What follows belongs to an exercise in optimizing a design on an open flow for small area; a production flow would make more cautious choices.
Only simulation tests tie the RTL to the original design; equivalence was not proved.
Power is estimated from default activity; no workload was simulated.

<file path="config.mk">
export PLATFORM = sky130hd
export DESIGN_NAME = game_engine
export DESIGN_NICKNAME = game_engine
export VERILOG_FILES = /design/flow/design.v
export SDC_FILE = /design/flow/constraint.sdc
export NUM_CORES = 4
export LEC_CHECK = 0
export ABC_AREA = 1
export CAP_MARGIN = 10
export CORE_MARGIN = 2
export CORE_UTILIZATION = 40
export GPL_TIMING_DRIVEN = 0
export SLEW_MARGIN = 10
</file>
<file path="constraint.sdc">
create_clock -name core_clock -period 10.0 [get_ports {clk_25MHz}]
set_input_delay 2.0000 -clock core_clock [delete_from_list [all_inputs] [get_ports {clk_25MHz}]]
set_output_delay 2.0000 -clock core_clock [all_outputs]
set_load 0.01 [all_outputs]
</file>
<file path="design.v">
`timescale 1ns/100ps
package game_pkg;
    typedef enum logic [2:0] {
        PH_REST,
        PH_INIT,
        PH_DEPLOY,
        PH_PLACE,
        PH_HURT,
        PH_PURSE,
        PH_INCOME,
        PH_FINISH
    } phase_t;
    typedef logic [14:0] money_t;
    typedef logic [2:0]  level_t;
    localparam int     NUM_LEVELS = 8;
    localparam level_t MAX_LEVEL  = level_t'(NUM_LEVELS - 1);
    localparam int     CD_W       = 5;   
    function automatic money_t UPGRADE_PRICE(input level_t lv);
        case (lv)
            3'd0:    UPGRADE_PRICE = 15'd50;
            3'd1:    UPGRADE_PRICE = 15'd100;
            3'd2:    UPGRADE_PRICE = 15'd150;
            3'd3:    UPGRADE_PRICE = 15'd200;
            3'd4:    UPGRADE_PRICE = 15'd300;
            3'd5:    UPGRADE_PRICE = 15'd400;
            3'd6:    UPGRADE_PRICE = 15'd500;
            default: UPGRADE_PRICE = 15'd0;
        endcase
    endfunction
    function automatic money_t MONEY_CAP(input level_t lv);
        case (lv)
            3'd0:    MONEY_CAP = 15'd200;
            3'd1:    MONEY_CAP = 15'd400;
            3'd2:    MONEY_CAP = 15'd600;
            3'd3:    MONEY_CAP = 15'd800;
            3'd4:    MONEY_CAP = 15'd1200;
            3'd5:    MONEY_CAP = 15'd1600;
            3'd6:    MONEY_CAP = 15'd2000;
            default: MONEY_CAP = 15'd2500;
        endcase
    endfunction
    function automatic logic [2:0] INCOME(input level_t lv);
        case (lv)
            3'd0:    INCOME = 3'd1;
            3'd1:    INCOME = 3'd2;
            3'd2:    INCOME = 3'd2;
            3'd3:    INCOME = 3'd3;
            3'd4:    INCOME = 3'd4;
            default: INCOME = 3'd5;
        endcase
    endfunction
endpackage
`timescale 1ns/100ps
package unit_pkg;
    typedef enum logic [1:0] {
        KILLER_BIRD,
        WHITE_BEAR,
        METAL_DUCK,
        BLACK_BEAR
    } unit_type_t;
    typedef logic [11:0] hp_t;
    function automatic game_pkg::money_t UNIT_COST(input logic [1:0] t);
        case (t)
            2'd0:    UNIT_COST = 15'd10;
            2'd1:    UNIT_COST = 15'd25;
            2'd2:    UNIT_COST = 15'd40;
            default: UNIT_COST = 15'd60;
        endcase
    endfunction
    function automatic hp_t UNIT_HP(input logic [1:0] t);
        case (t)
            2'd0:    UNIT_HP = 12'd100;
            2'd1:    UNIT_HP = 12'd300;
            2'd2:    UNIT_HP = 12'd200;
            default: UNIT_HP = 12'd500;
        endcase
    endfunction
endpackage
`timescale 1ns/100ps
module game_engine #(
    parameter int NUM_SLOTS = 8
) (
    input  logic                    clk_25MHz,
    input  logic                    rst,
    input  logic                    playing,
    input  logic                    game_init,
    input  logic                    frame_tick,
    input  logic [3:0]              deploy_press,
    input  logic                    upgrade_press,
    input  logic                    hit_valid,
    input  logic [2:0]              hit_slot,
    input  logic [11:0]             hit_amount,
    output logic [14:0]             money,
    output logic [2:0]              purse_level,
    output logic                    able_to_upgrade,
    output logic [3:0]              cd_busy,
    output logic [NUM_SLOTS-1:0]    army_alive,
    output logic [2*NUM_SLOTS-1:0]  army_type,
    output logic [12*NUM_SLOTS-1:0] army_hp
);
    localparam logic [2:0] PH_REST   = 3'd0;
    localparam logic [2:0] PH_INIT   = 3'd1;
    localparam logic [2:0] PH_DEPLOY = 3'd2;
    localparam logic [2:0] PH_PLACE  = 3'd3;
    localparam logic [2:0] PH_HURT   = 3'd4;
    localparam logic [2:0] PH_PURSE  = 3'd5;
    localparam logic [2:0] PH_INCOME = 3'd6;
    localparam logic [2:0] PH_FINISH = 3'd7;
    logic [2:0] phase, phase_nxt;
    always_comb begin
        if (!playing) begin
            phase_nxt = (phase == PH_REST && game_init) ? PH_INIT : PH_REST;
        end else begin
            case (phase)
                PH_REST:   phase_nxt = frame_tick ? PH_DEPLOY : PH_REST;
                PH_DEPLOY: phase_nxt = PH_PLACE;
                PH_PLACE:  phase_nxt = PH_HURT;
                PH_HURT:   phase_nxt = PH_PURSE;
                PH_PURSE:  phase_nxt = PH_INCOME;
                PH_INCOME: phase_nxt = PH_FINISH;
                default:   phase_nxt = PH_REST;
            endcase
        end
    end
    always_ff @(posedge clk_25MHz) begin
        if (rst) phase <= PH_REST;
        else     phase <= phase_nxt;
    end
    wire ph_init   = (phase == PH_INIT);
    wire ph_deploy = (phase == PH_DEPLOY);
    wire ph_place  = (phase == PH_PLACE);
    wire ph_hurt   = (phase == PH_HURT);
    wire ph_purse  = (phase == PH_PURSE);
    wire ph_income = (phase == PH_INCOME);
    wire ph_finish = (phase == PH_FINISH);
    wire clr       = rst | ph_init;
    logic [11:0] m;
    logic [2:0]  level;
    logic        ureq;
    logic [11:0] cost;    
    logic [11:0] price;
    logic [11:0] cap;
    logic [2:0]  inc;
    always_comb begin
        case (level)
            3'd0: begin price = 12'd50;  cap = 12'd200;  inc = 3'd1; end
            3'd1: begin price = 12'd100; cap = 12'd400;  inc = 3'd2; end
            3'd2: begin price = 12'd150; cap = 12'd600;  inc = 3'd2; end
            3'd3: begin price = 12'd200; cap = 12'd800;  inc = 3'd3; end
            3'd4: begin price = 12'd300; cap = 12'd1200; inc = 3'd4; end
            3'd5: begin price = 12'd400; cap = 12'd1600; inc = 3'd5; end
            3'd6: begin price = 12'd500; cap = 12'd2000; inc = 3'd5; end
            default: begin price = 12'd0; cap = 12'd2500; inc = 3'd5; end
        endcase
    end
    function automatic logic ge12(input logic [11:0] a, input logic [11:0] b);
        logic g;
        g = 1'b1;
        for (int k = 0; k < 12; k++) g = (a[k] & ~b[k]) | (a[k] & g) | (~b[k] & g);
        ge12 = g;
    endfunction
    wire able = ge12(m, price) && (level != 3'd7);
    logic [11:0] addend;
    always_comb begin
        if (ph_deploy)     addend = ~cost;
        else if (ph_purse) addend = ~price;
        else               addend = {9'd0, inc};
    end
    logic [12:0] m_sum;
    always_comb begin
        logic c;
        c = ph_deploy | ph_purse;
        for (int k = 0; k < 12; k++) begin
            m_sum[k] = m[k] ^ addend[k] ^ c;
            c = (m[k] & addend[k]) | (m[k] & c) | (addend[k] & c);
        end
        m_sum[12] = c;
    end
    wire        m_ge  = m_sum[12];    
    logic [11:0] cap_less_inc;    
    always_comb begin
        case (level)
            3'd0: cap_less_inc = 12'd200;
            3'd1: cap_less_inc = 12'd399;
            3'd2: cap_less_inc = 12'd599;
            3'd3: cap_less_inc = 12'd798;
            3'd4: cap_less_inc = 12'd1197;
            3'd5: cap_less_inc = 12'd1596;
            3'd6: cap_less_inc = 12'd1996;
            default: cap_less_inc = 12'd2496;
        endcase
    end
    wire [11:0] m_new = (ph_income && ge12(m, cap_less_inc)) ? cap : m_sum[11:0];
    wire upgrade_go = ph_purse && ureq && able;
    logic [3:0] req;
    logic [4:0] cd [4];
    logic [1:0] pick;
    logic       any_req;
    logic       spawn;
    logic       roster_full;
    always_comb begin
        any_req = |req;
        if (req[0])      pick = 2'd0;
        else if (req[1]) pick = 2'd1;
        else if (req[2]) pick = 2'd2;
        else if (req[3]) pick = 2'd3;
        else             pick = 2'd0;
        case (pick)
            2'd0: cost = 12'd10;
            2'd1: cost = 12'd25;
            2'd2: cost = 12'd40;
            default: cost = 12'd60;
        endcase
    end
    wire deploy_go = ph_deploy && any_req && !roster_full && m_ge;
    always_ff @(posedge clk_25MHz) begin
        if (clr) begin
            req <= '0;
            for (int b = 0; b < 4; b++) cd[b] <= '0;
        end else begin
            for (int b = 0; b < 4; b++) begin
                if (ph_deploy) req[b] <= 1'b0;
                else if (deploy_press[b] && !cd_busy[b]) req[b] <= 1'b1;
                if (deploy_go && pick == 2'(b)) cd[b] <= 5'd1;
                else if (ph_finish)
                    cd[b] <= {cd[b][3:0], (cd[b][4] ^ cd[b][2]) & (|cd[b][3:0])};
            end
        end
    end
    always_comb begin
        for (int b = 0; b < 4; b++) cd_busy[b] = (cd[b] != '0);
    end
    always_ff @(posedge clk_25MHz) begin
        spawn <= deploy_go;
    end
    always_ff @(posedge clk_25MHz) begin
        if (clr) begin
            m     <= '0;
            level <= '0;
            ureq  <= 1'b0;
        end else begin
            if (ph_purse) ureq <= 1'b0;
            else if (upgrade_press) ureq <= 1'b1;
            if (upgrade_go) level <= level + 3'd1;
            if (deploy_go || upgrade_go || ph_income) m <= m_new;
        end
    end
    assign money           = {3'b000, m};
    assign purse_level     = level;
    assign able_to_upgrade = able;
    logic [7:0]      alive;
    logic [1:0]      utype [8];
    logic [8:0]      hp    [8];
    logic [8:0]      rem   [8];
    assign roster_full = &alive;
    logic [7:0] free_sel;
    always_comb begin
        for (int i = 0; i < 8; i++) free_sel[i] = ~alive[i] & (&(alive | ~((8'd1 << i) - 8'd1)));
    end
    wire       spawn_place = spawn & ph_place;
    logic [8:0] hp_new;
    always_comb begin
        case (pick)
            2'd0: hp_new = 9'd100;
            2'd1: hp_new = 9'd300;
            2'd2: hp_new = 9'd200;
            default: hp_new = 9'd500;
        endcase
    end
    wire [8:0]  rem_sel = rem[hit_slot];
    logic [8:0] rem_dif;
    logic       rem_ok;      
    always_comb begin
        logic c;             
        c = 1'b1;
        for (int k = 0; k < 9; k++) begin
            rem_dif[k] = rem_sel[k] ^ ~hit_amount[k] ^ c;
            c = (rem_sel[k] & ~hit_amount[k]) | (rem_sel[k] & c) | (~hit_amount[k] & c);
        end
        rem_ok = c & ~|hit_amount[11:9];
    end
    wire [8:0]  rem_hit = rem_ok ? rem_dif : 9'd0;
    always_ff @(posedge clk_25MHz) begin
        for (int i = 0; i < 8; i++) begin
            if (!alive[i]) begin
                if (ph_deploy) rem[i] <= hp_new;
            end
            else if (hit_valid && hit_slot == 3'(i)) rem[i] <= rem_hit;
            if (clr) begin
                alive[i] <= 1'b0;
                utype[i] <= '0;
                hp[i]    <= '0;
            end else if (spawn_place && free_sel[i]) begin
                alive[i] <= 1'b1;
                utype[i] <= {rem[i][7], rem[i][8]};
                hp[i]    <= rem[i];
            end else if (ph_hurt && alive[i]) begin
                if (rem[i] == '0) alive[i] <= 1'b0;
                else hp[i] <= rem[i];
            end
        end
    end
    always_comb begin
        for (int i = 0; i < 8; i++) begin
            army_alive[i]          = alive[i];
            army_type[2*i +: 2]    = utype[i];
            army_hp[12*i +: 12]    = {3'b000, hp[i]};
        end
    end
endmodule
</file>
<file path="flow/run.sh">
#!/bin/bash
# Layout flow: the standard synthesis, then the combinational logic is
# re-mapped for area by ABC (registers, ports and their names are kept), then
# the standard layout from floorplan on. Ports are buffered with buf_1 and
# the clock tree is built without dummy loads.
set -euo pipefail
HERE=$(pwd)
FLOWDIR=$HERE/flow
RES=$HERE/orfs/results/$FLOW_PLATFORM/game_engine/base
YOSYS=$(command -v yosys || echo "$FLOW_HOME/../tools/install/yosys/bin/yosys")
LIB=$FLOW_HOME/platforms/$FLOW_PLATFORM/lib/sky130_fd_sc_hd__tt_025C_1v80.lib

export BUFFER_PORTS_ARGS="-buffer_cell sky130_fd_sc_hd__buf_1"
export CTS_ARGS="-sink_clustering_enable -repair_clock_nets -dont_use_dummy_load -buf_list sky130_fd_sc_hd__clkbuf_16 -sink_clustering_size 28 -sink_clustering_max_diameter 150"

# 1. standard synthesis
bash standard.sh "$RES/1_2_yosys.v" > standard_synth.log 2>&1

# 2. area re-mapping of the combinational logic
cp "$RES/1_2_yosys.v" "$HERE/synth_standard.v"
# the combinational cells' functions, as Verilog modules
"$YOSYS" -q -p "read_liberty -ignore_miss_func $LIB; delete sky130_fd_sc_hd__df* sky130_fd_sc_hd__edf* sky130_fd_sc_hd__sdf* sky130_fd_sc_hd__sedf* sky130_fd_sc_hd__dl* sky130_fd_sc_hd__conb_1 sky130_fd_sc_hd__lpflow* sky130_fd_sc_hd__probe*; write_verilog -noattr $HERE/comb_cells.v" > "$HERE/comb_cells.log" 2>&1
DONT=$(grep -o 'cell *( *"\?sky130_fd_sc_hd__\(lpflow\|probe\)[a-z0-9_]*' "$LIB" | sed 's/.*(\s*"\?//' | sort -u | sed 's/^/-dont_use /' | tr '\n' ' ')
sed -e "s#@LIB@#$LIB#g" -e "s#@IN@#$HERE/synth_standard.v#" -e "s#@OUT@#$HERE/synth_remapped.v#" \
    -e "s#@SCRIPT@#$FLOWDIR/remap.abc#" -e "s#@COMB@#$HERE/comb_cells.v#" -e "s#@DONT@#$DONT#" "$FLOWDIR/remap.ys" > "$HERE/remap_run.ys"
"$YOSYS" -s "$HERE/remap_run.ys" > "$HERE/remap.log" 2>&1
cp "$HERE/synth_remapped.v" "$RES/1_2_yosys.v"
touch "$RES/1_2_yosys.v"

# 3. the rest of the standard layout
bash standard.sh > standard_layout.log 2>&1
</file>
<file path="flow/remap.abc">
strash
dch -f
map -a
strash
balance
rewrite
refactor
balance
rewrite
rewrite -z
balance
refactor -z
rewrite -z
balance
dch -f
map -a
strash
dch -f
map -a
topo
</file>
<file path="flow/remap.ys">
# Registers and tie cells stay library cells; every combinational cell is
# turned back into plain logic and mapped again by ABC for area.
read_liberty -lib @LIB@
read_verilog @IN@
hierarchy -check -top game_engine
techmap -map @COMB@
techmap
rename -hide w:* o:* %d i:* %d
opt -purge
check -assert
abc -liberty @LIB@ -script @SCRIPT@ @DONT@
opt_clean -purge
setundef -zero
splitnets
opt_clean -purge
hilomap -hicell sky130_fd_sc_hd__conb_1 HI -locell sky130_fd_sc_hd__conb_1 LO
insbuf -buf sky130_fd_sc_hd__buf_4 A X
check -assert
stat -liberty @LIB@
write_verilog -noattr -nohex -nodec @OUT@
</file>
<file path="standard.sh">
#!/bin/bash
# synth_recipe.tcl (not shown) runs the flow's synth.tcl, then flattens the netlist and writes it again
# the make line also repeats each setting of config.mk as NAME=value (left out here)
make -C /OpenROAD-flow-scripts/flow DESIGN_CONFIG=/design/flow/config.mk WORK_HOME=/design/flow/orfs CLKGATE_MAP_FILE= SYNTH_SCRIPT=/design/flow/synth_recipe.tcl "${@:-finish}"
</file>
==> flow_metrics.tcl, run 1 <==
set metrics [dict create \
    whs_path_depth 2 \
    ys_warn_count 5 \
    drt_iter0_drc 770 \
    drt-total-wl_mm 30.6 \
    required_ps 10280 \
    ctsHoldBuffers 0 \
    grt_pass1_vias 8446 \
    synthCells 1245 \
    fin_crit_ps 8470 \
    timing.rr.start "rem[1][0]$_SDFFCE_PN0P_" \
    critical_path_cell_count 26 \
    fp-row-count 57 \
    cap_violations 0 \
    power_frac_seq_pct 59.8 \
    vias_per_cell 5.29 \
    worst_pin_slew_ps 1250 \
    drive_gt1_share_pct 3.99 \
    path_buf_inv 3 \
    power.density_nw_per_um2 137 \
    portBuffers 141 \
    clkTransAtPathRegs_ps 100 \
    layout_commonest_cell "nor2_1" \
    grt_max_degree 109 \
    drc 0 \
    hpwlAfterDp_mm 22.1 \
    clk_latency_ps 480 \
    grt_overflow 0 \
    htree_levels 1 \
    syn_area_um2 9820 \
    synth_area_per_cell_um2 7.89 \
    period_share_pct 84.7 \
    cp-end-kind "register" \
    die_x_um 161 \
    tns_ps 0 \
    cts_resized 0 \
    timing.final.max_slew_violations 0 \
    wl_per_cell_um 17.5 \
    die_area_um2 25800 \
    rsz0062_at_grt "no" \
    r2r-end "rem[5][7]$_DFFE_PP_" \
    path_common_cell "nand2_1" \
    cts.sinks 212 \
    cts_root_buffer "clkbuf_16" \
    grt_pass1_wl_mm 46.7 \
    cp-start-kind "input pin" \
    whs_ps 471 \
    clockBufferDepth 3 \
    area_delta_synth_final_pct 14.0 \
    path_delay_family "simple AND/OR/NAND/NOR gates" \
    max-vdd-ir-drop_v 0.0000803 \
    place.gp.congestion 0.912 \
    top_level_ports 169 \
    fin_skew_ps 42.6 \
    crit_slowest_cell "a211oi_1" \
    reg2reg_slack_ps 4300 \
    cpPeakStageDelay_ps 880 \
    final_nets 1455 \
    cts_setup_buffers 0 \
    crit_type "in -> reg" \
    ant_nets 0 \
    fp.dieH_um 161 \
    p_leak_nw 4.03 \
    crit_end "rem[5][7]$_DFFE_PP_" \
    min_path_type "reg -> reg" \
    p_clk_share_pct 30.8 \
    antenna_found_initial 0 \
    power.internal_w 0.00115 \
    arrival_ps 8750 \
    dr_total_vias 9263 \
    rr_worst_depth 23 \
    cp_max_fo 9 \
    p_sw_share_pct 25.2 \
    layout_common_cells "236 x nor2_1, 189 x o21ai_0, 170 x nand2_1" \
    numCtsBuffers 11 \
    hold_viol_final 0 \
    antenna_cells 0 \
    slew-limit-headroom_pct 15.5 \
    pwr-share-comb_pct 9.4 \
    switchingPower_w 0.000388 \
    track_usage_pct 23.0 \
    dr.pass1.iters 6 \
    crit_start "hit_slot[2]" \
    status "complete, no violations" \
    core_area_um2 24200 \
    max_freq_mhz 118 \
    finalSetupViolations 0 \
    cts_tree "done" \
    start_util_pct 40.5 \
]
## area by class of cell
cell class / count / area (µm²)
buffer: 26 / 195
multi-input combinational: 899 / 4280
tap: 324 / 405
inverter: 134 / 508
clock buffer: 11 / 275
fill: 2531 / 13100
timing repair buffer: 145 / 571
sequential: 212 / 4960
## per-stage QoR
stage	util (%)	setup WS (ps)	area (µm²)	power, W	cells
3_5_place_dp	45.0	1510	10900	0.00108	1740
2_1_floorplan	-	3500	9920	0.00103	1271
5_1_grt	46.2	1140	11200	0.00159	1751
6_report	46.2	1530	11200	0.00154	1751
3_3_place_gp	44.8	1530	10900	0.00107	1736
4_1_cts	46.1	2020	11200	0.00155	1751
## worst min-delay path, stage by stage, from the launching register on
cell and delay (ps):
dfxtp_1 310, clkinv_1 60, a211oi_1 50
## per-layer routing
layer | vias up | track usage (%) | part of all wire [%]
met4 | 0 | 6.86 | 2.7
met2 | 346 | 37.1 | 45
met3 | 54 | 4.47 | 8.3
met5 | - | 0 | 0
met1 | 4253 | 31.4 | 44
li1 | 4610 | - | -
## worst min path at each step
stage / start / end
floorplan: cd[3][3]$_SDFFE_PP0P_ / cd[3][4]$_SDFFE_PP0P_
global placement: hp[0][6]$_SDFFE_PP0P_ / hp[0][6]$_SDFFE_PP0P_
detailed placement: hp[0][2]$_SDFFE_PP0P_ / hp[0][2]$_SDFFE_PP0P_
CTS: cd[3][3]$_SDFFE_PP0P_ / cd[3][3]$_SDFFE_PP0P_
global route: cd[1][3]$_SDFFE_PP0P_ / cd[1][4]$_SDFFE_PP0P_
finish: cd[3][3]$_SDFFE_PP0P_ / cd[3][3]$_SDFFE_PP0P_
## flip-flops by register name (all words and copies together), names as in the netlist
register,flops
hp,72
rem,72
cd,20
utype,16
m,12
alive,8
req,4
level,3
phase,3
spawn,1
ureq,1
## power by group through the flow
stage / Combinational [W] / Clock [W] / Sequential, W
6_report: 0.000144 / 0.000474 / 0.000920
3_5_place_dp: 0.000140 / 0 / 0.000940
2_1_floorplan: 0.0000959 / 0 / 0.000933
5_1_grt: 0.000159 / 0.000513 / 0.000922
3_3_place_gp: 0.000135 / 0 / 0.000939
4_1_cts: 0.000140 / 0.000487 / 0.000920
==> inputs of run 2 (changes only) <==
--- a/flow/remap.ys
+++ b/flow/remap.ys
@@ -13,7 +13,7 @@
 setundef -zero
 splitnets
 opt_clean -purge
-hilomap -hicell sky130_fd_sc_hd__conb_1 HI -locell sky130_fd_sc_hd__conb_1 LO
+hilomap -singleton -hicell sky130_fd_sc_hd__conb_1 HI -locell sky130_fd_sc_hd__conb_1 LO
 insbuf -buf sky130_fd_sc_hd__buf_4 A X
 check -assert
 stat -liberty @LIB@
--- a/config.mk
+++ b/config.mk
@@ -6,8 +6,7 @@
 export NUM_CORES = 4
 export LEC_CHECK = 0
 export ABC_AREA = 1
-export CAP_MARGIN = 10
+export CAP_MARGIN = 20
 export CORE_MARGIN = 2
 export CORE_UTILIZATION = 40
-export GPL_TIMING_DRIVEN = 0
-export SLEW_MARGIN = 10
+export SLEW_MARGIN = 20
==> run 2 against run 1 <==
Net effect: largest power group unchanged; maximum frequency increased by 11%; synthesized cell count unchanged; global-route usage increased by 0.49 points.
==> flow_metrics.tcl, run 2 <==
set metrics [dict create \
    status "complete, no violations" \
    dr.pass1.iters 5 \
    min_path_type "reg -> reg" \
    placed_cells 1725 \
    cts_resized 0 \
    top_regs "hp x72, rem x72, cd x20" \
    antenna_found_initial 0 \
    track_usage_pct 23.5 \
    crit_slowest_cell "a211oi_1" \
    arrival_ps 7950 \
    numCtsBuffers 11 \
    place.gp.congestion 0.956 \
    period_share_pct 76.5 \
    timing.final.max_slew_violations 0 \
    clockBufferDepth 3 \
    ys_warn_count 5 \
    cp-end-kind "register" \
    stdcell_count 1736 \
    antenna_cells 0 \
    ant_nets 0 \
    worst_pin_slew_ps 1070 \
    layout_commonest_cell "nor2_1" \
    dr_total_vias 9219 \
    drt_iter0_drc 920 \
    core_area_um2 24200 \
    cts_setup_buffers 0 \
    drc 0 \
    top_level_ports 169 \
    cpPeakStageDelay_ps 820 \
    cts_tree "done" \
    fin_skew_ps 49.5 \
    rsz0062_at_grt "no" \
    fp.dieH_um 161 \
    max_freq_mhz 131 \
    max-vdd-ir-drop_v 0.0000845 \
    wl_per_cell_um 17.9 \
    final_nets 1440 \
    vias_per_cell 5.31 \
    htree_levels 1 \
    finalSetupViolations 0 \
    tns_ps 0 \
    cts.sinks 212 \
    register_area_um2 4960 \
    die_x_um 161 \
    required_ps 10290 \
    syn_area_um2 9820 \
    grt_pass1_wl_mm 47.6 \
    clkTransAtPathRegs_ps 110 \
    fp-row-count 57 \
    drt-total-wl_mm 31.1 \
    fin_total_pwr_w 0.00153 \
    cp-start-kind "input pin" \
    cts_root_buffer "clkbuf_16" \
    path_common_cell "nand2_1" \
    drive_gt1_share_pct 2.69 \
    fin_crit_ps 7650 \
    p_leak_nw 3.93 \
    die_area_um2 25800 \
    portBuffers 141 \
    ctsHoldBuffers 0 \
    clk_latency_ps 480 \
    crit_type "in -> reg" \
    n_fill_cell 2557 \
    area_delta_synth_final_pct 12.5 \
    cap_violations 0 \
    power.density_nw_per_um2 139 \
    synthCells 1245 \
    grt_pass1_vias 8286 \
    hold_viol_final 0 \
    start_util_pct 40.5 \
    layout_common_cells "236 x nor2_1, 193 x o21ai_0, 170 x nand2_1" \
    grt_max_degree 60 \
    cp_max_fo 9 \
    grt_overflow 0 \
    hpwlAfterDp_mm 23.2 \
    synth_area_per_cell_um2 7.89 \
    slew-limit-headroom_pct 28.2 \
    multi_input_area_um2 4260 \
]
-- run 2: layer usage --
layer | GRT usage, % | routed length (µm) | vias to the layer above
met5 | 0 | 0 | -
met4 | 4.79 | 547 | 0
met3 | 3.23 | 2250 | 33
met2 | 37.5 | 13900 | 311
met1 | 34.1 | 14400 | 4303
li1 | - | - | 4572
-- run 2: where the power goes --
group	leakage (nW)	internal (W)	total, W	switching, W
combinational	2.00	0.0000381	0.000139	0.000101
sequential	1.79	0.000908	0.000921	0.0000137
clock	0.136	0.000200	0.000471	0.000271
-- run 2: through the flow --
| step | util, % | instance area (µm²) | setup slack (ps) | hold slack [ps] |
|---|---|---|---|---|
| 3_5_place_dp | 44.4 | 10800 | 2150 | 454 |
| 3_3_place_gp | 44.4 | 10800 | 2230 | 449 |
| 6_report | 45.6 | 11000 | 2350 | 464 |
| 4_1_cts | 45.6 | 11000 | 2640 | 467 |
| 5_1_grt | 45.6 | 11000 | 1820 | 497 |
| 2_1_floorplan | - | 9920 | 3500 | 439 |
-- run 2: final timing paths --
path	depth (start not counted)	start	endpoint	slack (ps)
hold reg to reg	2	cd[3][3]$_SDFFE_PP0P_	cd[3][4]$_SDFFE_PP0P_	460
setup / recovery	26	hit_slot[2]	rem[0][7]$_DFFE_PP_	2350
setup reg to reg	31	phase[1]$_SDFF_PP0_	m[0]$_SDFFE_PP0P_	4560
hold / removal	2	cd[3][3]$_SDFFE_PP0P_	cd[3][4]$_SDFFE_PP0P_	460
-- run 2: critical path, delay by kind of cell --
family / cells / cell delay (ps)
buf+inv: 3 / 780
simple gates: 15 / 2890
compound gates: 8 / 2260
-- run 2: area by class of cell --
class                   instances  area share [%]
repair buffers                156            5.81
well taps                     324            3.67
inverters                     134            4.55
flip-flops and latches        212            44.9
multi-input cells             899            38.5
clock buffers                  11            2.49
==> inputs of run 3 (changes only) <==
--- a/design.v
+++ b/design.v
@@ -160,10 +160,24 @@
         ge12 = g;
     endfunction
     wire able = ge12(m, price) && (level != 3'd7);
+    logic over;
+    always_comb begin
+        case (level)
+            3'd0: over = m[7] & m[6] & m[3];
+            3'd1: over = m[8] & m[7] & (m[4] | (m[3] & m[2] & m[1] & m[0]));
+            3'd2: over = m[9] & m[6] & m[4] & (m[3] | (m[2] & m[1] & m[0]));
+            3'd3: over = m[9] & m[8] & (m[5] | (m[4] & m[3] & m[2] & m[1]));
+            3'd4: over = m[10] & m[7] & m[5] & (m[4] | (m[3] & m[2] & (m[1] | m[0])));
+            3'd5: over = m[10] & m[9] & (m[6] | (m[5] & m[4] & m[3] & m[2]));
+            3'd6: over = m[10] & m[9] & m[8] & m[7] & m[6] & (m[4] | (m[3] & m[2]));
+            default: over = m[11] & m[8] & m[7] & m[6];
+        endcase
+    end
     logic [11:0] addend;
     always_comb begin
         if (ph_deploy)     addend = ~cost;
         else if (ph_purse) addend = ~price;
+        else if (over)     addend = {9'd0, cap[2:0] - m[2:0]};
         else               addend = {9'd0, inc};
     end
     logic [12:0] m_sum;
@@ -177,20 +191,7 @@
         m_sum[12] = c;
     end
     wire        m_ge  = m_sum[12];    
-    logic [11:0] cap_less_inc;    
-    always_comb begin
-        case (level)
-            3'd0: cap_less_inc = 12'd200;
-            3'd1: cap_less_inc = 12'd399;
-            3'd2: cap_less_inc = 12'd599;
-            3'd3: cap_less_inc = 12'd798;
-            3'd4: cap_less_inc = 12'd1197;
-            3'd5: cap_less_inc = 12'd1596;
-            3'd6: cap_less_inc = 12'd1996;
-            default: cap_less_inc = 12'd2496;
-        endcase
-    end
-    wire [11:0] m_new = (ph_income && ge12(m, cap_less_inc)) ? cap : m_sum[11:0];
+    wire [11:0] m_new = m_sum[11:0];
     wire upgrade_go = ph_purse && ureq && able;
     logic [3:0] req;
     logic [4:0] cd [4];
--- a/flow/run.sh
+++ b/flow/run.sh
@@ -1,6 +1,6 @@
 #!/bin/bash
 # Layout flow: the standard synthesis, then the combinational logic is
-# re-mapped for area by ABC (registers, ports and their names are kept), then
+# re-mapped for area by ABC (amap) (registers, ports and their names are kept), then
 # the standard layout from floorplan on. Ports are buffered with buf_1 and
 # the clock tree is built without dummy loads.
 set -euo pipefail
==> flow/remap.abc (replaced) <==
strash
dch -f
amap -F 10 -A 10
topo
--- a/config.mk
+++ b/config.mk
@@ -6,7 +6,7 @@
 export NUM_CORES = 4
 export LEC_CHECK = 0
 export ABC_AREA = 1
-export CAP_MARGIN = 20
+export CAP_MARGIN = 5
 export CORE_MARGIN = 2
 export CORE_UTILIZATION = 40
-export SLEW_MARGIN = 20
+export SLEW_MARGIN = 5
==> run 3 against run 2 <==
Net effect: global-route usage increased by 0.37 points; non-clock buffer count increased by 4; sequential cell count unchanged; clock skew decreased by 14 ps; clock power about the same; die area decreased by 3.6%; sequential power increased by 0.9%; final area decreased by 2.7%; largest cell class unchanged; highest routed layer unchanged.
==> flow_metrics.tcl, run 3 <==
set metrics [dict create \
    cts_resized 0 \
    cp_max_fo 9 \
    wl_met2_mm 13.7 \
    cp-end-kind "register" \
    cts_setup_buffers 0 \
    fin_skew_ps 35.6 \
    whs_path_depth 1 \
    layout_setup_ws_ps 2570 \
    cts.sinks 212 \
    power_frac_seq_pct 60.5 \
    clockBufferDepth 3 \
    fin_total_pwr_w 0.00154 \
    highest_layer "met4" \
    antenna_cells 0 \
    antenna_found_initial 0 \
    drc 0 \
    rsz0062_at_grt "no" \
    final_nets 1243 \
    grt_overflow 0 \
    clk_latency_ps 480 \
    core_area_um2 23300 \
    place.gp.congestion 0.933 \
    max_freq_mhz 135 \
    numCtsBuffers 11 \
    tns_ps 0 \
    r2r-end "m[10]$_SDFFE_PP0P_" \
    period_share_pct 74.3 \
    drt-met1-wl_mm 12.9 \
    layout_commonest_cell "nor2_1" \
    grt_pass1_vias 7916 \
    p_clk_share_pct 30.7 \
    fin_crit_ps 7430 \
    arrival_ps 7740 \
    n_fill_cell 2370 \
    slew-limit-headroom_pct 22.0 \
    syn_area_um2 9470 \
    status "complete, no violations" \
    power.internal_w 0.00115 \
    drive_gt1_share_pct 2.88 \
    timing.final.max_slew_violations 0 \
    grt_pass1_wl_mm 45.8 \
    cts_root_buffer "clkbuf_16" \
    synthCells 1044 \
    cts_tree "done" \
    layout_common_cells "188 x nor2_1, 141 x buf_1, 140 x dfxtp_1" \
    reg2reg_slack_ps 2940 \
    drt-total-wl_mm 30.3 \
    ys_warn_count 5 \
    p_leak_nw 3.31 \
    fp-row-count 56 \
    max-vdd-ir-drop_v 0.0000978 \
    worst_pin_slew_ps 1160 \
    portBuffers 141 \
    min-delay-start "utype[6][1]$_SDFFE_PP0P_" \
    htree_levels 1 \
    worstHoldEndpoint "utype[6][1]$_SDFFE_PP0P_" \
    switchingPower_w 0.000386 \
    wl_per_cell_um 19.8 \
    place_ws_ps 2300 \
    whs_ps 498 \
    dr_total_vias 8958 \
    start_util_pct 40.6 \
    hold_viol_final 0 \
    pwr-share-comb_pct 8.9 \
    p_sw_share_pct 25.2 \
    die_area_um2 24900 \
    cp-start-kind "input pin" \
    fp.dieH_um 158 \
    drt_iter0_drc 1028 \
    area_delta_synth_final_pct 13.6 \
    ant_nets 0 \
    finalSetupViolations 0 \
    timing.rr.start "level[2]$_SDFFE_PP0P_" \
    hpwlAfterDp_mm 21.8 \
    track_usage_pct 23.8 \
    top_regs "hp x72, rem x72, cd x20" \
    ctsHoldBuffers 0 \
    grt_max_degree 79 \
    synth_area_per_cell_um2 9.07 \
    wl_met3_mm 2.86 \
    rr_worst_depth 32 \
    min_path_type "reg -> reg" \
    power.density_nw_per_um2 143 \
    top_level_ports 169 \
    cap_violations 0 \
    dr.pass1.iters 5 \
    die_x_um 158 \
    required_ps 10310 \
    vias_per_cell 5.84 \
    crit_type "in -> reg" \
    clkTransAtPathRegs_ps 110 \
]
-- run 3: worst max-delay path by stage --
stage | slack, ps | cells past startpoint | end | startpoint
after floorplan | 150 | 4 | utype[6][0]$_SDFFE_PP0P_ | phase[0]$_SDFF_PP0_
after global placement | 2440 | 24 | rem[7][2]$_DFFE_PP_ | hit_slot[2]
after detailed placement | 2300 | 24 | rem[7][2]$_DFFE_PP_ | hit_slot[2]
after CTS | 2770 | 24 | rem[7][2]$_DFFE_PP_ | hit_slot[2]
after global routing | 1900 | 33 | m[10]$_SDFFE_PP0P_ | level[0]$_SDFFE_PP0P_
final | 2570 | 24 | rem[7][2]$_DFFE_PP_ | hit_slot[2]
-- run 3: area by class of cell --
class | count | area (µm²) | share of cell area (%)
Inverter | 101 | 379 | 3.53
Multi-Input combinational cell | 731 | 4060 | 37.8
Clock buffer | 11 | 275 | 2.56
Tap cell | 319 | 399 | 3.71
Sequential cell | 212 | 4960 | 46.2
Timing Repair Buffer | 160 | 672 | 6.25
-- run 3: per-layer routing --
layer  track usage, %  vias up
met5                0        -
met4             6.54        0
met3             4.65       57
met2             37.8      402
met1             33.2     4241
li1                 -     4258
-- run 3: worst max-delay path, stage by stage --
cell and delay, ps:
buf_1 200, clkinv_1 260, nor3_1 730, a222oi_1 190
nand4_1 210, clkinv_1 100, and3_1 200, nor2_1 100
nor2_1 80, a222oi_1 370, nor2b_1 250, nor2_1 100
and2_0 180, o22ai_1 220, nor2_1 60, o21ai_0 280
nor2_1 60, o21ai_0 270, nor2_1 70, o21ai_0 190
nand2_1 120, a21oi_1 560, o211ai_1 600, o22ai_1 330
-- run 3: stage by stage --
stage / util [%] / instance area (µm²) / instances
floorplan: - / 9560 / 1070
global placement: 44.9 / 10500 / 1523
detailed placement: 44.9 / 10500 / 1523
CTS: 46.1 / 10800 / 1534
global route: 46.1 / 10800 / 1534
finish: 46.1 / 10800 / 1534
-- run 3: power groups by stage --
stage	Combinational [W]	Clock (W)	Sequential [W]
floorplan	0.0000940	0	0.000938
global placement	0.000132	0	0.000948
detailed placement	0.000134	0	0.000948
CTS	0.000134	0.000480	0.000928
global route	0.000150	0.000509	0.000930
finish	0.000136	0.000471	0.000929
==> inputs of run 4 (changes only) <==
--- a/config.mk
+++ b/config.mk
@@ -6,7 +6,7 @@
 export NUM_CORES = 4
 export LEC_CHECK = 0
 export ABC_AREA = 1
-export CAP_MARGIN = 5
+export CAP_MARGIN = 20
 export CORE_MARGIN = 2
 export CORE_UTILIZATION = 40
-export SLEW_MARGIN = 5
+export SLEW_MARGIN = 20
==> run 4 against run 3 <==
Net effect: still clean; worst setup slack unchanged; cell count unchanged; sequential share of layout area did not move; routed wire length stayed put; register-to-register slack about the same; first-iteration DRC count unchanged; critical path depth unchanged; via count is the same; largest cell class unchanged; largest power group unchanged; highest routed layer unchanged.
==> flow_metrics.tcl, run 4 <==
set metrics [dict create \
    status "complete, no violations" \
    fin_crit_ps 7430 \
    fp.dieH_um 158 \
    drt_iter0_drc 1028 \
    antenna_found_initial 0 \
    final_nets 1243 \
    ctsHoldBuffers 0 \
    worst_pin_slew_ps 1160 \
    arrival_ps 7740 \
    top_regs "hp x72, rem x72, cd x20" \
    finalSetupViolations 0 \
    required_ps 10310 \
    portBuffers 141 \
    p_clk_share_pct 30.7 \
    rsz0062_at_grt "no" \
    hold_viol_final 0 \
    crit_type "in -> reg" \
    period_share_pct 74.3 \
    place.gp.congestion 0.933 \
    max-vdd-ir-drop_v 0.0000978 \
    clkTransAtPathRegs_ps 110 \
    cp_max_fo 9 \
    dr.pass1.iters 5 \
    grt_pass1_vias 7916 \
    synthCells 1044 \
    wl_per_cell_um 19.8 \
    drive_gt1_share_pct 2.88 \
    start_util_pct 40.6 \
    track_usage_pct 23.8 \
    p_sw_share_pct 25.2 \
    grt_overflow 0 \
    die_x_um 158 \
    cts_resized 0 \
    place_ws_ps 2300 \
    fin_skew_ps 35.6 \
    switchingPower_w 0.000386 \
    vias_per_cell 5.84 \
    antenna_cells 0 \
    cap_violations 0 \
    drt-total-wl_mm 30.3 \
    n_fill_cell 2370 \
    clk_latency_ps 480 \
    area_delta_synth_final_pct 13.6 \
    min_path_type "reg -> reg" \
    grt_pass1_wl_mm 45.8 \
    power.internal_w 0.00115 \
    timing.final.max_slew_violations 0 \
    cts.sinks 212 \
    fp-row-count 56 \
    pwr-share-comb_pct 8.9 \
    cts_tree "done" \
    power_frac_seq_pct 60.5 \
    top_level_ports 169 \
    max_freq_mhz 135 \
    layout_commonest_cell "nor2_1" \
    syn_area_um2 9470 \
    htree_levels 1 \
    clockBufferDepth 3 \
    cts_setup_buffers 0 \
    die_area_um2 24900 \
    p_leak_nw 3.31 \
    cp-start-kind "input pin" \
    numCtsBuffers 11 \
    cp-end-kind "register" \
    layout_setup_ws_ps 2570 \
    ys_warn_count 5 \
    drc 0 \
    cts_root_buffer "clkbuf_16" \
    synth_area_per_cell_um2 9.07 \
    dr_total_vias 8958 \
    layout_common_cells "188 x nor2_1, 141 x buf_1, 140 x dfxtp_1" \
    slew-limit-headroom_pct 22.0 \
    core_area_um2 23300 \
    power.density_nw_per_um2 143 \
    hpwlAfterDp_mm 21.8 \
    ant_nets 0 \
    grt_max_degree 79 \
    tns_ps 0 \
]
-- run 4: layout make-up --
cell class              count  area, µm²  share of cell area (%)
clock buffers              11        275                    2.56
inverters                 101        379                    3.53
multi-input cells         731       4060                    37.8
flip-flops and latches    212       4960                    46.2
well taps                 319        399                    3.71
repair buffers            160        672                    6.25
-- run 4: path summary, 6_finish.rpt --
kind                                    to  slack [ps]                     start  cells past startpoint
hold / removal    utype[6][1]$_SDFFE_PP0P_         500  utype[6][1]$_SDFFE_PP0P_                      1
hold reg to reg   utype[6][1]$_SDFFE_PP0P_         500  utype[6][1]$_SDFFE_PP0P_                      1
setup reg to reg        m[10]$_SDFFE_PP0P_        2940     level[2]$_SDFFE_PP0P_                     32
setup / recovery       rem[7][2]$_DFFE_PP_        2570               hit_slot[2]                     24
-- run 4: per-layer routing --
layer	GRT usage (%)	vias to the layer above	wire [µm]
li1	-	4258	-
met4	6.54	0	816
met5	0	-	0
met1	33.2	4241	12900
met3	4.65	57	2860
met2	37.8	402	13700
-- run 4: critical path, stage by stage --
cell and delay (ps):
buf_1 200, clkinv_1 260, nor3_1 730, a222oi_1 190, nand4_1 210, clkinv_1 100, and3_1 200, nor2_1 100
nor2_1 80, a222oi_1 370, nor2b_1 250, nor2_1 100, and2_0 180, o22ai_1 220, nor2_1 60, o21ai_0 280
nor2_1 60, o21ai_0 270, nor2_1 70, o21ai_0 190, nand2_1 120, a21oi_1 560, o211ai_1 600, o22ai_1 330
-- run 4: power groups by stage --
| stage | logic (W) | registers [W] | clock network [W] |
|---|---|---|---|
| detailed placement | 0.000134 | 0.000948 | 0 |
| global placement | 0.000132 | 0.000948 | 0 |
| finish | 0.000136 | 0.000929 | 0.000471 |
| floorplan | 0.0000940 | 0.000938 | 0 |
| global route | 0.000150 | 0.000930 | 0.000509 |
| CTS | 0.000134 | 0.000928 | 0.000480 |
-- run 4: through the flow --
step	utilization, %	power (W)	instances	hold slack, ps	instance area [µm²]
6_report	46.1	0.00154	1534	498	10800
5_1_grt	46.1	0.00159	1534	527	10800
4_1_cts	46.1	0.00154	1534	500	10800
3_5_place_dp	44.9	0.00108	1523	480	10500
3_3_place_gp	44.9	0.00108	1523	476	10500
2_1_floorplan	-	0.00103	1070	490	9560
==> inputs of run 5 (changes only) <==
--- a/config.mk
+++ b/config.mk
@@ -8,5 +8,5 @@
 export ABC_AREA = 1
 export CAP_MARGIN = 20
 export CORE_MARGIN = 2
-export CORE_UTILIZATION = 40
+export CORE_UTILIZATION = 60
 export SLEW_MARGIN = 20
==> run 5 against run 4 <==
Net effect: worst setup slack worse by 91 ps; maximum frequency down 1.2%; synthesized cell count unchanged; critical path type unchanged; largest cell class unchanged.
==> flow_metrics.tcl, run 5 <==
set metrics [dict create \
    place.gp.congestion 0.967 \
    timing.final.max_slew_violations 0 \
    path_common_cell "nor2_1" \
    switchingPower_w 0.000380 \
    required_ps 10300 \
    htree_levels 1 \
    dr.pass1.iters 7 \
    status "complete, no violations" \
    final_core_util_pct 69.4 \
    layout_commonest_cell "nor2_1" \
    synth_area_per_cell_um2 9.07 \
    fin_crit_ps 7520 \
    area_delta_synth_final_pct 12.2 \
    min_path_type "reg -> reg" \
    ant_nets 0 \
    top_level_ports 169 \
    clockBufferDepth 3 \
    finalSetupViolations 0 \
    cts_setup_buffers 0 \
    slew-limit-headroom_pct 20.8 \
    worst_pin_slew_ps 1190 \
    track_usage_pct 34.0 \
    cp_max_fo 9 \
    arrival_ps 7820 \
    crit_slowest_cell "nor3_1" \
    synthCells 1044 \
    cap_violations 0 \
    path_cells "buf_1 -> clkinv_1 -> nor3_1 -> a222oi_1 -> nand4_1 -> clkinv_1 -> a21oi_1 -> nor2_1 -> a222oi_1 -> nor2b_1 -> nor2_1 -> and2_0 -> o22ai_1 -> nor2_1 -> o21ai_0 -> nor2_1 -> o21ai_0 -> nor2_1 -> o21ai_0 -> nand2_1 -> a21oi_1 -> clkinv_1 -> or2_0 -> o22ai_1" \
    clk_latency_ps 480 \
    layout_setup_ws_ps 2480 \
    cts_root_buffer "clkbuf_16" \
    drive_gt1_share_pct 2.96 \
    rsz0062_at_grt "no" \
    cp-end-kind "register" \
    grt_pass1_vias 8169 \
    ctsHoldBuffers 0 \
    pwr-share-comb_pct 9.0 \
    fin_skew_ps 52.1 \
    period_share_pct 75.2 \
    p_sw_share_pct 24.8 \
    max_freq_mhz 133 \
    final_nets 1245 \
    max-vdd-ir-drop_v 0.000119 \
    p_leak_nw 3.32 \
    vias_per_cell 6.41 \
    grt_max_degree 73 \
    drt_iter0_drc 1259 \
    crit_type "in -> reg" \
    fp-row-count 45 \
    hold_viol_final 0 \
    layout_common_cells "188 x nor2_1, 141 x buf_1, 140 x dfxtp_1" \
    clkTransAtPathRegs_ps 100 \
    die_x_um 130 \
    drt-total-wl_mm 29.0 \
    place_ws_ps 2290 \
    p_clk_share_pct 30.4 \
    cts_resized 0 \
    syn_area_um2 9470 \
    power.internal_w 0.00115 \
    whs_ps 492 \
    top_regs "hp x72, rem x72, cd x20" \
    antenna_found_initial 0 \
    cpPeakStageDelay_ps 770 \
    power.density_nw_per_um2 144 \
    ys_warn_count 5 \
    hpwlAfterDp_mm 20.6 \
    antenna_cells 0 \
    cp-start-kind "input pin" \
    wl_per_cell_um 20.3 \
    start_util_pct 61.8 \
    grt_overflow 0 \
    drc 0 \
    die_area_um2 16800 \
    power_frac_seq_pct 60.7 \
    core_area_um2 15300 \
    cts.sinks 212 \
    grt_pass1_wl_mm 44.3 \
    fp.dieH_um 130 \
    n_fill_cell 1286 \
    tns_ps 0 \
    cts_tree "done" \
    numCtsBuffers 11 \
    portBuffers 141 \
    dr_total_vias 9155 \
]
[run 5: final timing paths]
kind                            start                        to  cells after the start  slack, ps
max                       hit_slot[2]       rem[4][7]$_DFFE_PP_                     24       2480
min reg2reg  utype[6][0]$_SDFFE_PP0P_  utype[6][0]$_SDFFE_PP0P_                      1        490
min          utype[6][0]$_SDFFE_PP0P_  utype[6][0]$_SDFFE_PP0P_                      1        490
max reg2reg     level[0]$_SDFFE_PP0P_        m[10]$_SDFFE_PP0P_                     33       2610
[run 5: per-layer routing]
layer	part of all wire (%)	track usage (%)	up-vias	wire, µm
li1	-	-	4267	-
met1	40	46.9	4264	11500
met2	46	54.3	530	13400
met3	9.9	5.00	94	2880
met4	4.0	13.7	0	1150
met5	0	0	-	0
[run 5: per-stage QoR]
stage	total power, W	cell area, µm²	cells
final	0.00153	10600	1428
after detailed placement	0.00108	10300	1417
after global routing	0.00157	10600	1428
after global placement	0.00108	10300	1417
after CTS	0.00152	10600	1428
after floorplan	0.00103	9560	1070
[run 5: area by class of cell]
cell class / count / area (µm²) / share of cell area [%]
Clock buffer: 11 / 275 / 2.59
Inverter: 101 / 379 / 3.57
Multi-Input combinational cell: 731 / 4050 / 38.2
Sequential cell: 212 / 4960 / 46.7
Tap cell: 211 / 264 / 2.48
Timing Repair Buffer: 162 / 687 / 6.47
[run 5: power by group through the flow]
stage,clock (W),combinational [W],sequential (W)
floorplan,0,0.0000940,0.000938
CTS,0.000464,0.000133,0.000927
global route,0.000495,0.000149,0.000929
global placement,0,0.000130,0.000947
finish,0.000465,0.000137,0.000928
detailed placement,0,0.000132,0.000947
[run 5: critical path: cells and delay by family]
family / cells / cell delay, ps
buf+inv: 4 / 720
simple gates: 11 / 2400
compound gates: 9 / 2670
==> inputs of run 6 (changes only) <==
--- a/flow/run.sh
+++ b/flow/run.sh
@@ -11,7 +11,7 @@
 LIB=$FLOW_HOME/platforms/$FLOW_PLATFORM/lib/sky130_fd_sc_hd__tt_025C_1v80.lib
 
 export BUFFER_PORTS_ARGS="-buffer_cell sky130_fd_sc_hd__buf_1"
-export CTS_ARGS="-sink_clustering_enable -repair_clock_nets -dont_use_dummy_load -buf_list sky130_fd_sc_hd__clkbuf_16 -sink_clustering_size 28 -sink_clustering_max_diameter 150"
+export CTS_ARGS="-sink_clustering_enable -repair_clock_nets -dont_use_dummy_load -buf_list sky130_fd_sc_hd__clkbuf_8 -sink_clustering_size 14 -sink_clustering_max_diameter 150"
 
 # 1. standard synthesis
 bash standard.sh "$RES/1_2_yosys.v" > standard_synth.log 2>&1
--- a/config.mk
+++ b/config.mk
@@ -8,5 +8,5 @@
 export ABC_AREA = 1
 export CAP_MARGIN = 20
 export CORE_MARGIN = 2
-export CORE_UTILIZATION = 60
+export CORE_UTILIZATION = 40
 export SLEW_MARGIN = 20
==> run 6 against run 5 <==
Net effect: clock-buffer cell count increased by 8; clock power fell by 2%; synthesized cell count unchanged; total power fell by 0.71%; hold slack better by 8.3 ps; routed wire length rose by 5.5%; global-route usage down 10 points; clock skew grew 6.1 ps; first-iteration DRC count fell by 20%.
==> flow_metrics.tcl, run 6 <==
set metrics [dict create \
    drt_iter0_drc 1002 \
    cp-end-kind "register" \
    n_fill_cell 2383 \
    area_delta_synth_final_pct 13.4 \
    antenna_found_initial 0 \
    fin_crit_ps 7410 \
    fin_skew_ps 58.2 \
    cpPeakStageDelay_ps 730 \
    start_util_pct 40.6 \
    clockBufferDepth 3 \
    tns_ps 0 \
    p_leak_nw 3.31 \
    rr_worst_depth 32 \
    vias_per_cell 5.82 \
    rsz0062_at_grt "no" \
    switchingPower_w 0.000398 \
    path_cells "buf_1 -> clkinv_1 -> nor3_1 -> a222oi_1 -> nand4_1 -> clkinv_1 -> and3_1 -> nor2_1 -> nor2_1 -> a222oi_1 -> nor2b_1 -> nor2_1 -> and2_0 -> o22ai_1 -> nor2_1 -> o21ai_0 -> nor2_1 -> o21ai_0 -> nor2_1 -> o21ai_0 -> nand2_1 -> a21oi_1 -> o211ai_1 -> o22ai_1" \
    grt_max_degree 79 \
    place.gp.congestion 0.933 \
    p_sw_share_pct 26.2 \
    cp_max_fo 9 \
    register_area_um2 4960 \
    drc 0 \
    ys_warn_count 5 \
    fp.dieH_um 158 \
    syn_area_um2 9470 \
    dr.pass1.iters 6 \
    max_freq_mhz 135 \
    fp-row-count 56 \
    portBuffers 141 \
    top_regs "hp x72, rem x72, cd x20" \
    path_buf_inv 3 \
    cap_violations 0 \
    layout_common_cells "188 x nor2_1, 141 x buf_1, 140 x dfxtp_1" \
    postPlaceCellArea_um2 10500 \
    worst_pin_slew_ps 1070 \
    top_level_ports 169 \
    path_delay_family "compound AO/OA/AOI/OAI gates" \
    core_area_um2 23300 \
    antenna_cells 0 \
    whs_ps 500 \
    wl_per_cell_um 19.8 \
    clkTransAtPathRegs_ps 90 \
    p_clk_share_pct 29.9 \
    cts_resized 0 \
    cts_root_buffer "clkbuf_8" \
    power.density_nw_per_um2 141 \
    timing.final.max_slew_violations 0 \
    crit_type "in -> reg" \
    hpwlAfterDp_mm 21.8 \
    final_area_um2 10700 \
    die_area_um2 24900 \
    path_common_cell "nor2_1" \
    grt_pass1_vias 7976 \
    hold_viol_final 0 \
    numCtsBuffers 19 \
    cts.sinks 212 \
    ant_nets 0 \
    synthCells 1044 \
    status "complete, no violations" \
    required_ps 10340 \
    whs_path_depth 2 \
    track_usage_pct 23.9 \
    power_frac_seq_pct 61.1 \
    grt_overflow 0 \
    drt-total-wl_mm 30.6 \
    cts_tree "done" \
    pwr-share-comb_pct 9.0 \
    dr_total_vias 8982 \
    cts_setup_buffers 0 \
    finalSetupViolations 0 \
    die_x_um 158 \
    clk_latency_ps 520 \
    power.internal_w 0.00112 \
    drive_gt1_share_pct 3.52 \
    period_share_pct 74.1 \
    max-vdd-ir-drop_v 0.0000950 \
    layout_commonest_cell "nor2_1" \
    crit_slowest_cell "nor3_1" \
    synth_area_per_cell_um2 9.07 \
    critical_path_cell_count 24 \
    min_path_type "reg -> reg" \
    arrival_ps 7750 \
    grt_pass1_wl_mm 45.9 \
    multi_input_area_um2 4060 \
    htree_levels 1 \
    final_nets 1251 \
    slew-limit-headroom_pct 27.8 \
    cp-start-kind "input pin" \
    ctsHoldBuffers 0 \
]
run 6: final timing paths:
kind | start | to | slack, ps
setup / recovery | hit_slot[2] | rem[7][2]$_DFFE_PP_ | 2590
hold / removal | utype[7][0]$_SDFFE_PP0P_ | utype[7][0]$_SDFFE_PP0P_ | 500
setup reg to reg | level[2]$_SDFFE_PP0P_ | m[10]$_SDFFE_PP0P_ | 2950
hold reg to reg | utype[7][0]$_SDFFE_PP0P_ | utype[7][0]$_SDFFE_PP0P_ | 500
run 6: through the flow:
step	total power (W)	setup slack, ps	std cells	utilization, %
after floorplan	0.00103	150	1070	-
after global placement	0.00108	2440	1523	44.9
after detailed placement	0.00108	2300	1523	44.9
after CTS	0.00153	2820	1542	46.0
after global routing	0.00158	1910	1542	46.0
final	0.00152	2590	1542	46.0
run 6: tightest hold or removal path, cell delays in order, from the launching register on:
cell and delay, ps:
dfxtp_1 340, a22oi_1 60, nor2_1 70
run 6: cell type report:
class / count / share of cell area, %
Multi-Input combinational cell: 731 / 37.8
Clock buffer: 19 / 2.44
Timing Repair Buffer: 160 / 6.26
Sequential cell: 212 / 46.2
Inverter: 101 / 3.53
Tap cell: 319 / 3.72
run 6: power groups by stage:
stage,Sequential (W),Combinational (W),Clock [W]
floorplan,0.000938,0.0000940,0
global placement,0.000948,0.000132,0
detailed placement,0.000948,0.000134,0
CTS,0.000928,0.000134,0.000466
global route,0.000930,0.000150,0.000497
finish,0.000929,0.000136,0.000454
run 6: layer usage:
layer  part of all wire [%]  wire length (µm)  global-route usage (%)
met5                      0                 0                       0
met4                    2.9               880                    6.93
met3                    9.5              2910                    5.45
met2                     45             13900                    37.8
met1                     42             12900                    32.8
==> inputs of run 7 (changes only) <==
--- a/design.v
+++ b/design.v
@@ -153,13 +153,19 @@
             default: begin price = 12'd0; cap = 12'd2500; inc = 3'd5; end
         endcase
     end
-    function automatic logic ge12(input logic [11:0] a, input logic [11:0] b);
-        logic g;
-        g = 1'b1;
-        for (int k = 0; k < 12; k++) g = (a[k] & ~b[k]) | (a[k] & g) | (~b[k] & g);
-        ge12 = g;
-    endfunction
-    wire able = ge12(m, price) && (level != 3'd7);
+    logic able;
+    always_comb begin
+        case (level)
+            3'd0: able = m[7] | m[6] | (m[5] & m[4] & (m[3] | m[2] | m[1]));                           
+            3'd1: able = m[8] | m[7] | (m[6] & m[5] & (m[4] | m[3] | m[2]));                           
+            3'd2: able = m[9] | m[8] | (m[7] & (m[6] | m[5] | (m[4] & (m[3] | (m[2] & m[1])))));       
+            3'd3: able = m[9] | m[8] | (m[7] & m[6] & (m[5] | m[4] | m[3]));                           
+            3'd4: able = m[10] | m[9] | (m[8] & (m[7] | m[6] | (m[5] & (m[4] | (m[3] & m[2])))));     
+            3'd5: able = m[10] | m[9] | (m[8] & m[7] & (m[6] | m[5] | m[4]));                          
+            3'd6: able = m[10] | m[9] | (m[8] & m[7] & m[6] & m[5] & m[4] & (m[3] | m[2]));           
+            default: able = 1'b0;                                                                      
+        endcase
+    end
     logic over;
     always_comb begin
         case (level)
==> run 7 against run 6 <==
Net effect: still clean; via count is 0.55% higher; clock-buffer cell count stayed put; hold slack hardly changed; global-route usage is 0.75 points higher.
==> flow_metrics.tcl, run 7 <==
set metrics [dict create \
    synth_area_per_cell_um2 9.04 \
    max_freq_mhz 136 \
    whs_ps 500 \
    ant_nets 0 \
    cp-end-kind "register" \
    register_area_um2 4960 \
    arrival_ps 7740 \
    htree_levels 1 \
    top_level_ports 169 \
    area_delta_synth_final_pct 13.4 \
    grt.busiest_layer "met2" \
    path_buf_inv 4 \
    fp.dieH_um 157 \
    n_fill_cell 2347 \
    cts_setup_buffers 0 \
    place.gp.congestion 0.913 \
    start_util_pct 40.4 \
    p_leak_nw 3.34 \
    layout_common_cells "191 x nor2_1, 150 x o22ai_1, 141 x buf_1" \
    fin_crit_ps 7350 \
    worst_pin_slew_ps 1020 \
    cp_max_fo 12 \
    crit_type "in -> reg" \
    cap_violations 0 \
    cp-start-kind "input pin" \
    met2_usage_pct 39.1 \
    fin_skew_ps 75.4 \
    switchingPower_w 0.000394 \
    cts_tree "done" \
    cts.sinks 212 \
    pwr-share-comb_pct 8.6 \
    timing.final.max_slew_violations 0 \
    fp-row-count 56 \
    cpPeakStageDelay_ps 910 \
    ctsHoldBuffers 0 \
    ys_warn_count 5 \
    drive_gt1_share_pct 3.38 \
    met1_usage_pct 33.9 \
    track_usage_pct 24.7 \
    grt_max_degree 81 \
    hpwlAfterDp_mm 22.5 \
    tns_ps 0 \
    grt_pass1_wl_mm 47.1 \
    status "complete, no violations" \
    drt_iter0_drc 811 \
    hold_viol_final 0 \
    clockBufferDepth 3 \
    power.internal_w 0.00111 \
    layout_commonest_cell "nor2_1" \
    max-vdd-ir-drop_v 0.0000847 \
    power_frac_seq_pct 61.1 \
    syn_area_um2 9400 \
    cts_root_buffer "clkbuf_8" \
    final_nets 1242 \
    min_path_type "reg -> reg" \
    grt_pass1_vias 8217 \
    path_delay_family "simple AND/OR/NAND/NOR gates" \
    p_sw_share_pct 26.1 \
    numCtsBuffers 19 \
    period_share_pct 73.5 \
    clk_latency_ps 540 \
    power.density_nw_per_um2 142 \
    crit_slowest_cell "nor3_1" \
    finalSetupViolations 0 \
    synthCells 1040 \
    required_ps 10390 \
    core_area_um2 23300 \
    dr_total_vias 9031 \
    clkTransAtPathRegs_ps 90 \
    p_clk_share_pct 30.3 \
    vias_per_cell 5.89 \
    dr.pass1.iters 6 \
    path_common_cell "nand2_1" \
    cts_resized 0 \
    die_area_um2 24700 \
    use_met3_pct 4.43 \
    drc 0 \
    top_regs "hp x72, rem x72, cd x20" \
    antenna_found_initial 3 \
    drt-total-wl_mm 31.5 \
    portBuffers 141 \
    wl_per_cell_um 20.5 \
    slew-limit-headroom_pct 31.2 \
    grt_overflow 0 \
    rsz0062_at_grt "no" \
    die_x_um 157 \
    multi_input_area_um2 4040 \
]
-- run 7: final cells by class --
cell class / count / share of cell area (%)
multi-input cells: 734 / 37.9
repair buffers: 155 / 5.95
inverters: 94 / 3.31
well taps: 319 / 3.75
diodes: 1 / 0.0235
flip-flops and latches: 212 / 46.6
clock buffers: 19 / 2.45
-- run 7: layer usage --
metal | vias up | wire (µm)
met5 | - | 21
met4 | 4 | 1150
met3 | 75 | 2580
met2 | 443 | 14200
met1 | 4227 | 13600
li1 | 4282 | -
-- run 7: worst paths after layout --
| kind | from | end | slack [ps] | cells past startpoint |
|---|---|---|---|---|
| hold / removal | utype[2][1]$_SDFFE_PP0P_ | utype[2][1]$_SDFFE_PP0P_ | 500 | 2 |
| setup / recovery | hit_slot[2] | rem[6][3]$_DFFE_PP_ | 2650 | 25 |
| hold reg to reg | utype[2][1]$_SDFFE_PP0P_ | utype[2][1]$_SDFFE_PP0P_ | 500 | 2 |
| setup reg to reg | level[2]$_SDFFE_PP0P_ | cd[2][0]$_SDFFE_PP0P_ | 2950 | 32 |
-- run 7: through the flow --
step	area, µm²	util (%)	power [W]	instances	setup WS (ps)
4_1_cts	10700	45.8	0.00152	1533	2810
6_report	10700	45.8	0.00151	1534	2650
2_1_floorplan	9500	-	0.00102	1066	264
5_1_grt	10700	45.8	0.00156	1533	1860
3_3_place_gp	10400	44.7	0.00107	1514	2450
3_5_place_dp	10400	44.7	0.00107	1514	2260
-- run 7: power by group through the flow --
stage / registers [W] / clock network [W] / logic [W]
2_1_floorplan: 0.000933 / 0 / 0.0000889
3_3_place_gp: 0.000941 / 0 / 0.000126
3_5_place_dp: 0.000941 / 0 / 0.000127
4_1_cts: 0.000921 / 0.000470 / 0.000128
5_1_grt: 0.000923 / 0.000493 / 0.000143
6_report: 0.000922 / 0.000457 / 0.000130
-- run 7: worst min-delay path, stage by stage (launching register included) --
cell and delay, ps:
dfxtp_1 340, a22oi_1 60, nor2_1 70
==> inputs of run 8 (changes only) <==
--- a/flow/run.sh
+++ b/flow/run.sh
@@ -11,7 +11,7 @@
 LIB=$FLOW_HOME/platforms/$FLOW_PLATFORM/lib/sky130_fd_sc_hd__tt_025C_1v80.lib
 
 export BUFFER_PORTS_ARGS="-buffer_cell sky130_fd_sc_hd__buf_1"
-export CTS_ARGS="-sink_clustering_enable -repair_clock_nets -dont_use_dummy_load -buf_list sky130_fd_sc_hd__clkbuf_8 -sink_clustering_size 14 -sink_clustering_max_diameter 150"
+export CTS_ARGS="-sink_clustering_enable -repair_clock_nets -dont_use_dummy_load -buf_list sky130_fd_sc_hd__clkbuf_8 -sink_clustering_size 16 -sink_clustering_max_diameter 150"
 
 # 1. standard synthesis
 bash standard.sh "$RES/1_2_yosys.v" > standard_synth.log 2>&1
==> run 8 against run 7 <==
Net effect: still clean on timing, DRC and antenna; sequential cell count stayed put; worst setup slack gained 15 ps; synthesized cell count unchanged; final area down 0.26%; clock-buffer cell count fell by 2; maximum frequency increased by 0.21%; via count fell by 0.84%; sequential share of layout area rose by 0.12 points; sequential power is essentially flat; hold slack improved by 3.7 ps; critical path type unchanged.
==> flow_metrics.tcl, run 8 <==
set metrics [dict create \
    status "complete, no violations" \
    p_sw_share_pct 26.1 \
    die_area_um2 24700 \
    hold_viol_final 0 \
    finalSetupViolations 0 \
    stdcell_count 1532 \
    cts_tree "done" \
    period_share_pct 73.3 \
    cts_root_buffer "clkbuf_8" \
    p_clk_share_pct 29.2 \
    grt_pass1_wl_mm 46.9 \
    cts_resized 0 \
    syn_area_um2 9400 \
    drive_gt1_share_pct 3.22 \
    power.internal_w 0.00110 \
    layout_setup_ws_ps 2670 \
    place_ws_ps 2260 \
    p_leak_nw 3.32 \
    placed_cells 1514 \
    core_area_um2 23300 \
    grt_pass1_vias 8185 \
    cp_max_fo 12 \
    synth_area_per_cell_um2 9.04 \
    numCtsBuffers 17 \
    portBuffers 141 \
    n_fill_cell 2361 \
    crit_slowest_cell "nor3_1" \
    area_delta_synth_final_pct 13.1 \
    fp-row-count 56 \
    clockBufferDepth 3 \
    cts_setup_buffers 0 \
    min_path_type "reg -> reg" \
    final_core_util_pct 45.7 \
    cp-start-kind "input pin" \
    drc 0 \
    wl_per_cell_um 20.5 \
    dr_total_vias 8955 \
    rsz0062_at_grt "no" \
    power.density_nw_per_um2 140 \
    track_usage_pct 24.6 \
    vias_per_cell 5.85 \
    cpPeakStageDelay_ps 900 \
    dr.pass1.iters 5 \
    hpwlAfterDp_mm 22.5 \
    cp-end-kind "register" \
    tns_ps 0 \
    pwr-share-comb_pct 8.8 \
    die_x_um 157 \
    grt_max_degree 81 \
    top_regs "hp x72, rem x72, cd x20" \
    arrival_ps 7720 \
    cts.sinks 212 \
    worst_pin_slew_ps 1020 \
    timing.final.max_slew_violations 0 \
    start_util_pct 40.4 \
    drt-total-wl_mm 31.3 \
    antenna_found_initial 3 \
    fin_skew_ps 71.4 \
    required_ps 10390 \
    fp.dieH_um 157 \
    fin_crit_ps 7330 \
    switchingPower_w 0.000387 \
    fin_total_pwr_w 0.00149 \
    crit_type "in -> reg" \
    top_level_ports 169 \
    layout_commonest_cell "nor2_1" \
    drt_iter0_drc 891 \
    max_freq_mhz 136 \
    clk_latency_ps 540 \
    place.gp.congestion 0.913 \
    ant_nets 0 \
    grt_overflow 0 \
    path_common_cell "nand2_1" \
    ys_warn_count 5 \
    final_nets 1240 \
    clkTransAtPathRegs_ps 100 \
    htree_levels 1 \
    slew-limit-headroom_pct 32.1 \
    cap_violations 0 \
    max-vdd-ir-drop_v 0.0000868 \
    ctsHoldBuffers 0 \
    power_frac_seq_pct 62.0 \
    synthCells 1040 \
    layout_common_cells "191 x nor2_1, 150 x o22ai_1, 141 x buf_1" \
]
run 8: cell types whose count changed in the layout (fill, tap and decap cells not counted):
cell	previous run	this run
clkbuf_8	19	17
run 8: power groups by stage:
stage | clock network (W) | registers [W] | logic, W
6_report | 0.000434 | 0.000922 | 0.000130
2_1_floorplan | 0 | 0.000933 | 0.0000889
5_1_grt | 0.000466 | 0.000923 | 0.000143
3_5_place_dp | 0 | 0.000941 | 0.000127
3_3_place_gp | 0 | 0.000941 | 0.000126
4_1_cts | 0.000444 | 0.000921 | 0.000128
run 8: worst paths after layout:
check             slack, ps  depth (start not counted)                      from                  endpoint
setup reg to reg       2940                         31     level[2]$_SDFFE_PP0P_     cd[2][3]$_SDFFE_PP0P_
hold reg to reg         500                          2  utype[3][0]$_SDFFE_PP0P_  utype[3][0]$_SDFFE_PP0P_
hold / removal          500                          2  utype[3][0]$_SDFFE_PP0P_  utype[3][0]$_SDFFE_PP0P_
setup / recovery       2670                         25               hit_slot[2]       rem[4][3]$_DFFE_PP_
run 8: critical path, delay by kind of cell:
family	cells	cell delay, ps
buffers and inverters	4	680
and+or+nand+nor	10	2690
AOI/OAI and AO/OA	11	2350
run 8: per-stage QoR:
stage	cell area, µm²	hold WS [ps]
after global routing	10600	544
after floorplan	9500	475
final	10600	504
after detailed placement	10400	484
after CTS	10600	510
after global placement	10400	479
run 8: cell type report:
type	instances	area (µm²)	area share, %
flip-flops and latches	212	4960	46.7
multi-input cells	734	4040	38.0
repair buffers	155	634	5.97
well taps	319	399	3.76
inverters	94	353	3.32
clock buffers	17	234	2.20
diodes	1	2.50	0.0235
run 8: routing by layer:
metal  wire (µm)  track usage [%]  vias up
met2       14200             39.1      411
met3        2660             4.68       63
li1            -                -     4284
met5          21                0        -
met1       13400             33.7     4193
met4        1000             8.05        4

static timing again, ports no longer ideal:
No port has a modelled driver above. Below, the same layouts with a new extraction and two added sets of constraints. Step 1 sets driving cells, clkbuf_16 on the clock port and buf_2 on the other inputs (assumed; they add their load-dependent delay and slew). Step 2 adds t to the input delays and takes it off the output delays; t is the mean of the earliest and latest rising clock arrival at the registers after step 1. Input paths then give back, and output paths get back, about the clock's delay inside the block. Three values: no drivers, after step 1, after step 2; two values: the first two.
run | shift t [ns] | slack for setup (ns) | worst data-port slew with drivers (ns) | cell pins on the clock port's net
run 1 | 0.510 | 1.531 / 1.507 / 0.997 | 0.07 | 1
run 2 | 0.504 | 2.347 / 2.345 / 1.842 | 0.05 | 1
run 3 | 0.508 | 2.570 / 2.570 / 2.063 | 0.06 | 1
run 4 | 0.508 | 2.570 / 2.570 / 2.063 | 0.06 | 1
run 5 | 0.500 | 2.479 / 2.487 / 1.987 | 0.05 | 1
run 6 | 0.540 | 2.593 / 2.593 / 2.052 | 0.06 | 1
run 7 | 0.539 | 2.653 / 2.649 / 2.109 | 0.08 | 1
run 8 | 0.546 | 2.668 / 2.670 / 2.124 | 0.08 | 1
After both steps setup and hold are still met in every run listed.
